Source: an optimization exercise on an open RTL-to-GDS flow (aim: small area). Production flows keep margins and buffers that such runs may drop. In this exercise RTL edits were held to simulation tests only and were not proved equivalent to the original. No activity file was given, so power comes from the tool's default toggle rates.

Setup of 04-03:
==> flow/design.v <==
`timescale 1ns/1ps
package shell_pkg;
    localparam int WORD_W  = 32;
    localparam int DIGIT_W = 4;
    localparam int DIGITS  = 8;
    localparam int SEG_W   = 7;
    localparam int VIEW_W  = 5;
    localparam int BTN_W   = 3;
    localparam int CNT_W = 32;
    localparam int unsigned DEBOUNCE_DEFAULT = 2_500;
    localparam int unsigned SCAN_DEFAULT     = 25;
    localparam int unsigned SLOW_DEFAULT     = 12_500;
    localparam int unsigned FAST_DEFAULT     = 50;
    localparam logic [WORD_W-1:0] FALLBACK_WORD = 32'hABBA_BABA;
    localparam logic [16*SEG_W-1:0] seg_table = {
        7'b0001110, 7'b0000110, 7'b0100001, 7'b1000110,
        7'b0000011, 7'b0001000, 7'b0011000, 7'b0000000,
        7'b1111000, 7'b0000010, 7'b0010010, 7'b0011001,
        7'b0110000, 7'b0100100, 7'b1111001, 7'b1000000
    };
    typedef struct packed {
        logic [WORD_W-1:0] pc_wb;
        logic [WORD_W-1:0] array_view;
        logic [WORD_W-1:0] ra;
        logic [WORD_W-1:0] s8;
        logic [WORD_W-1:0] sp;
    } cpu_status_t;
    typedef union packed {
        logic [WORD_W-1:0]              value;
        logic [DIGITS-1:0][DIGIT_W-1:0] digits;
    } display_word_t;
    typedef struct packed {
        logic stall;
        logic step;
        logic turbo;
    } buttons_t;
endpackage
`timescale 1ns/1ps
module input_conditioner (
    input  logic              clk,
    input  logic              nrst,
    input  shell_pkg::buttons_t          buttons,
    input  logic [shell_pkg::VIEW_W-1:0] view,
    output logic              sys_nrst,
    output shell_pkg::buttons_t          clean_buttons,
    output logic [shell_pkg::VIEW_W-1:0] clean_view
);
    localparam int N = shell_pkg::VIEW_W + shell_pkg::BTN_W;
    localparam logic [11:0] HIT_VAL  = 12'b100101101001;
    localparam logic [11:0] HIT_MASK = 12'b111101101111;
    localparam logic [11:0] INV      = 12'b101010101010;
    logic         rst_meta;
    logic [N-1:0] raw;
    logic [N-1:0] sync_0;
    logic [N-1:0] sync_1;
    logic [N-1:0] clean;
    logic [11:0]  count_q [N];
    always_ff @(posedge clk, negedge nrst) begin
        if (!nrst) begin
            rst_meta <= 1'b0;
            sys_nrst <= 1'b0;
        end else begin
            rst_meta <= 1'b1;
            sys_nrst <= rst_meta;
        end
    end
    assign raw = {view, buttons};
    always_ff @(posedge clk) begin
        if (!sys_nrst) begin
            sync_0 <= '0;
        end else begin
            sync_0 <= raw;
        end
        sync_1 <= sync_0;
    end
    for (genvar i = 0; i < N; i++) begin : g_bit
        logic [11:0] count;
        assign count = count_q[i] ^ INV;
        always_ff @(posedge clk) begin
            if (!sys_nrst) begin
                count_q[i] <= 12'd1 ^ INV;
            end else if (sync_0[i] != sync_1[i]) begin
                count_q[i] <= 12'd0 ^ INV;
            end else begin
                count_q[i] <= {count[10:0], ~(count[11] ^ count[0])} ^ INV;
            end
        end
        always_ff @(posedge clk) begin
            if (!sys_nrst) begin
                clean[i] <= 1'b0;
            end else if ((count & HIT_MASK) == HIT_VAL) begin
                clean[i] <= sync_1[i];
            end
        end
    end
    assign {clean_view, clean_buttons} = clean;
endmodule
`timescale 1ns/1ps
module run_control (
    input  logic     clk,
    input  logic     nrst,
    input  shell_pkg::buttons_t clean_buttons,
    input  logic     step_ready,
    output logic     step_valid
);
    localparam logic [13:0] FAST_VAL  = 14'b11001010101011;   
    localparam logic [13:0] FAST_MASK = 14'b10100000000100;
    localparam logic [13:0] SLOW_VAL  = 14'b01100011111000;   
    localparam logic [13:0] SLOW_MASK = 14'b00111111111111;
    localparam logic [13:0] INV       = 14'b10101010101010;
    logic [13:0] rate_q;
    logic [13:0] rate_count;
    logic        turbo_prev;
    logic        turbo_changed;
    logic        step_prev;
    logic        at_last;
    logic        tick;
    logic        step_edge;
    logic        request;
    assign rate_count = rate_q ^ INV;
    assign at_last = clean_buttons.turbo ? ((rate_count & FAST_MASK) == (FAST_VAL & FAST_MASK))
                                         : ((rate_count & SLOW_MASK) == (SLOW_VAL & SLOW_MASK));
    assign turbo_changed = clean_buttons.turbo != turbo_prev;
    assign tick          = !turbo_changed && at_last;
    assign step_edge     = clean_buttons.step && !step_prev;
    assign request       = clean_buttons.stall ? step_edge : tick;
    always_ff @(posedge clk) begin
        if (!nrst) begin
            rate_q     <= INV;
            turbo_prev <= 1'b0;
            step_prev  <= 1'b0;
        end else begin
            turbo_prev <= clean_buttons.turbo;
            step_prev  <= clean_buttons.step;
            if (turbo_changed || at_last) begin
                rate_q <= INV;
            end else begin
                rate_q <= {rate_count[12:0],
                           ~(rate_count[13] ^ rate_count[11] ^ rate_count[0])} ^ INV;
            end
        end
    end
    always_ff @(posedge clk, negedge nrst) begin
        if (!nrst) begin
            step_valid <= 1'b0;
        end else if (step_valid && step_ready) begin
            step_valid <= 1'b0;
        end else if (request) begin
            step_valid <= 1'b1;
        end
    end
endmodule
`timescale 1ns/1ps
module view_select (
    input  logic              clk,
    input  logic              nrst,
    input  logic [shell_pkg::VIEW_W-1:0] clean_view,
    output logic [4:0]        sel
);
    always_ff @(posedge clk, negedge nrst) begin
        if (!nrst) begin
            sel <= '0;
        end else begin
            for (int k = 0; k < 5; k++) begin
                sel[k] <= clean_view == (5'd1 << k);
            end
        end
    end
endmodule
`timescale 1ns/1ps
module display_scan (
    input  logic              clk,
    input  logic              nrst,
    input  shell_pkg::cpu_status_t       status,
    input  logic [4:0]        sel,
    output logic [shell_pkg::DIGITS-1:0] an,
    output logic [shell_pkg::SEG_W-1:0]  seg
);
    logic [4:0] scan_count;
    logic [2:0] digit_idx;
    logic       wrap;
    logic [7:0] dsel;
    logic [3:0] nib_w [5];
    logic [3:0] nib;
    logic [159:0] words;
    assign wrap = scan_count[4] & ~scan_count[3] & ~scan_count[1] & ~scan_count[0];   
    always_ff @(posedge clk) begin
        if (!nrst || wrap) begin
            scan_count <= '0;
        end else begin
            scan_count <= {scan_count[3:0], ~(scan_count[4] ^ scan_count[2])};
        end
    end
    always_ff @(posedge clk, negedge nrst) begin
        if (!nrst) begin
            digit_idx <= '0;
        end else if (wrap) begin
            digit_idx <= digit_idx + 1'b1;
        end
    end
    always_comb begin
        for (int d = 0; d < 8; d++) begin
            dsel[d] = digit_idx == 3'(d);
        end
    end
    assign an = ~dsel;
    assign words = status;
    always_comb begin
        for (int w = 0; w < 5; w++) begin
            nib_w[w] = '0;
            for (int d = 0; d < 8; d++) begin
                nib_w[w] = nib_w[w] | ({4{dsel[d]}} & words[w*32 + d*4 +: 4]);
            end
        end
        nib = '0;
        for (int w = 0; w < 5; w++) begin
            nib = nib | ({4{sel[w]}} & nib_w[w]);
        end
        if (sel == 5'd0) begin
            nib = {3'b101, dsel[1] | dsel[3] | dsel[5] | dsel[6]};
        end
    end
    always_comb begin
        case (nib)
            4'h0: seg = 7'b1000000;
            4'h1: seg = 7'b1111001;
            4'h2: seg = 7'b0100100;
            4'h3: seg = 7'b0110000;
            4'h4: seg = 7'b0011001;
            4'h5: seg = 7'b0010010;
            4'h6: seg = 7'b0000010;
            4'h7: seg = 7'b1111000;
            4'h8: seg = 7'b0000000;
            4'h9: seg = 7'b0011000;
            4'hA: seg = 7'b0001000;
            4'hB: seg = 7'b0000011;
            4'hC: seg = 7'b1000110;
            4'hD: seg = 7'b0100001;
            4'hE: seg = 7'b0000110;
            default: seg = 7'b0001110;
        endcase
    end
endmodule
`timescale 1ns/1ps
module board_shell #(
    parameter int unsigned DEBOUNCE_CYCLES = shell_pkg::DEBOUNCE_DEFAULT,
    parameter int unsigned SCAN_CYCLES     = shell_pkg::SCAN_DEFAULT,
    parameter int unsigned SLOW_CYCLES     = shell_pkg::SLOW_DEFAULT,
    parameter int unsigned FAST_CYCLES     = shell_pkg::FAST_DEFAULT
) (
    input  logic              clk,
    input  logic              nrst,
    input  shell_pkg::buttons_t          buttons,
    input  logic [shell_pkg::VIEW_W-1:0] view,
    input  shell_pkg::cpu_status_t       status,
    input  logic              step_ready,
    output logic [shell_pkg::DIGITS-1:0] an,
    output logic [shell_pkg::SEG_W-1:0]  seg,
    output logic              step_valid,
    output logic              core_nrst
);
    shell_pkg::buttons_t          clean_buttons;
    logic [shell_pkg::VIEW_W-1:0] clean_view;
    logic [4:0]                   sel;
    input_conditioner i_input_conditioner (
        .clk          (clk),
        .nrst         (nrst),
        .buttons      (buttons),
        .view         (view),
        .sys_nrst     (core_nrst),
        .clean_buttons(clean_buttons),
        .clean_view   (clean_view)
    );
    run_control i_run_control (
        .clk          (clk),
        .nrst         (core_nrst),
        .clean_buttons(clean_buttons),
        .step_ready   (step_ready),
        .step_valid   (step_valid)
    );
    view_select i_view_select (
        .clk       (clk),
        .nrst      (core_nrst),
        .clean_view(clean_view),
        .sel       (sel)
    );
    display_scan i_display_scan (
        .clk   (clk),
        .nrst  (core_nrst),
        .status(status),
        .sel   (sel),
        .an    (an),
        .seg   (seg)
    );
endmodule
Settings: LEC_CHECK=0, CAP_MARGIN=20, CORE_MARGIN=2, CORE_UTILIZATION=40, SLEW_MARGIN=20; clock period 10.0 ns.
run.sh (not shown) runs the stock make flow with config.mk's settings and CLKGATE_MAP_FILE= SYNTH_SCRIPT=/design/flow/synth_recipe.tcl, a recipe that flattens the netlist after the stock synthesis.
Input changes introduced in 01-24 (baseline for comparison: 04-03):
==> flow/flow/run.sh (new file) <==
#!/bin/bash
# Standard synthesis and layout (standard.sh), with two changes to how the
# layout is made:
#  * every input and output port still gets its own buffer, but a
#    sky130_fd_sc_hd__buf_1 rather than the delay-cell default;
#  * clock tree synthesis inserts no dummy loads.
# The full output of the flow goes to flow_run.log in the work folder.
set -euo pipefail
export BUFFER_PORTS_ARGS="-buffer_cell sky130_fd_sc_hd__buf_1"
export CTS_ARGS="-sink_clustering_enable -repair_clock_nets -dont_use_dummy_load"
bash standard.sh > flow_run.log 2>&1
==> flow/standard.sh (new file) <==
#!/bin/bash
# synth_recipe.tcl (not shown) runs the flow's synth.tcl, then flattens the netlist and writes it again
# the make line also repeats each setting of config.mk as NAME=value (left out here)
make -C /OpenROAD-flow-scripts/flow DESIGN_CONFIG=/design/flow/config.mk WORK_HOME=/design/flow/orfs CLKGATE_MAP_FILE= SYNTH_SCRIPT=/design/flow/synth_recipe.tcl "${@:-finish}"
removed: flow/run.sh
Results
01-24: all stages complete, timing, DRC and antenna checks passed
01-24 vs 04-03 — critical path depth rose 1.
Compared with 04-03, 01-24 shows global routing usage on met3 lower by 1.5 points.
Taking 04-03 as the reference, in 01-24 minimum setup slack in the final design now larger; largest stage delay on the critical path moved up.
Clock-buffer cell count came out lower on 01-24 than on 04-03.
The sequential cell fraction of total power in 01-24 was higher than what 04-03 gave.

[separate check: timing with driven ports]
The flow's constraints put no driver on any port. The routed layouts listed below were extracted and timed again, unchanged, in two steps. Step 1 sets driving cells, clkbuf_16 on the clock port and buf_2 on the other inputs (assumed; they add their load-dependent delay and slew). Step 2 times the ports against the registers' clock, not the clock port: input delays grow and output delays shrink by t, the midpoint of the rising clock arrivals with the driver on. Three values: ideal ports, drivers, drivers and shift; two values: the first two.
| run | t, ns | slack for setup (ns) | hold slack, ns | worst data-port slew with drivers (ns) | pins driven straight from the clock port |
|---|---|---|---|---|---|
| 04-03 | 0.436 | 2.674 / 2.645 / 2.645 | 0.315 / 0.315 / 0.315 | 0.08 | 1 |
| 01-24 | 0.435 | 3.097 / 3.061 / 3.341 | 0.301 / 0.301 / 0.301 | 0.07 | 1 |
After both steps every run listed still meets setup and hold. For 04-03, which loses most, drivers alone change the setup slack by -0.029 ns; drivers and shift together by -0.029 ns.
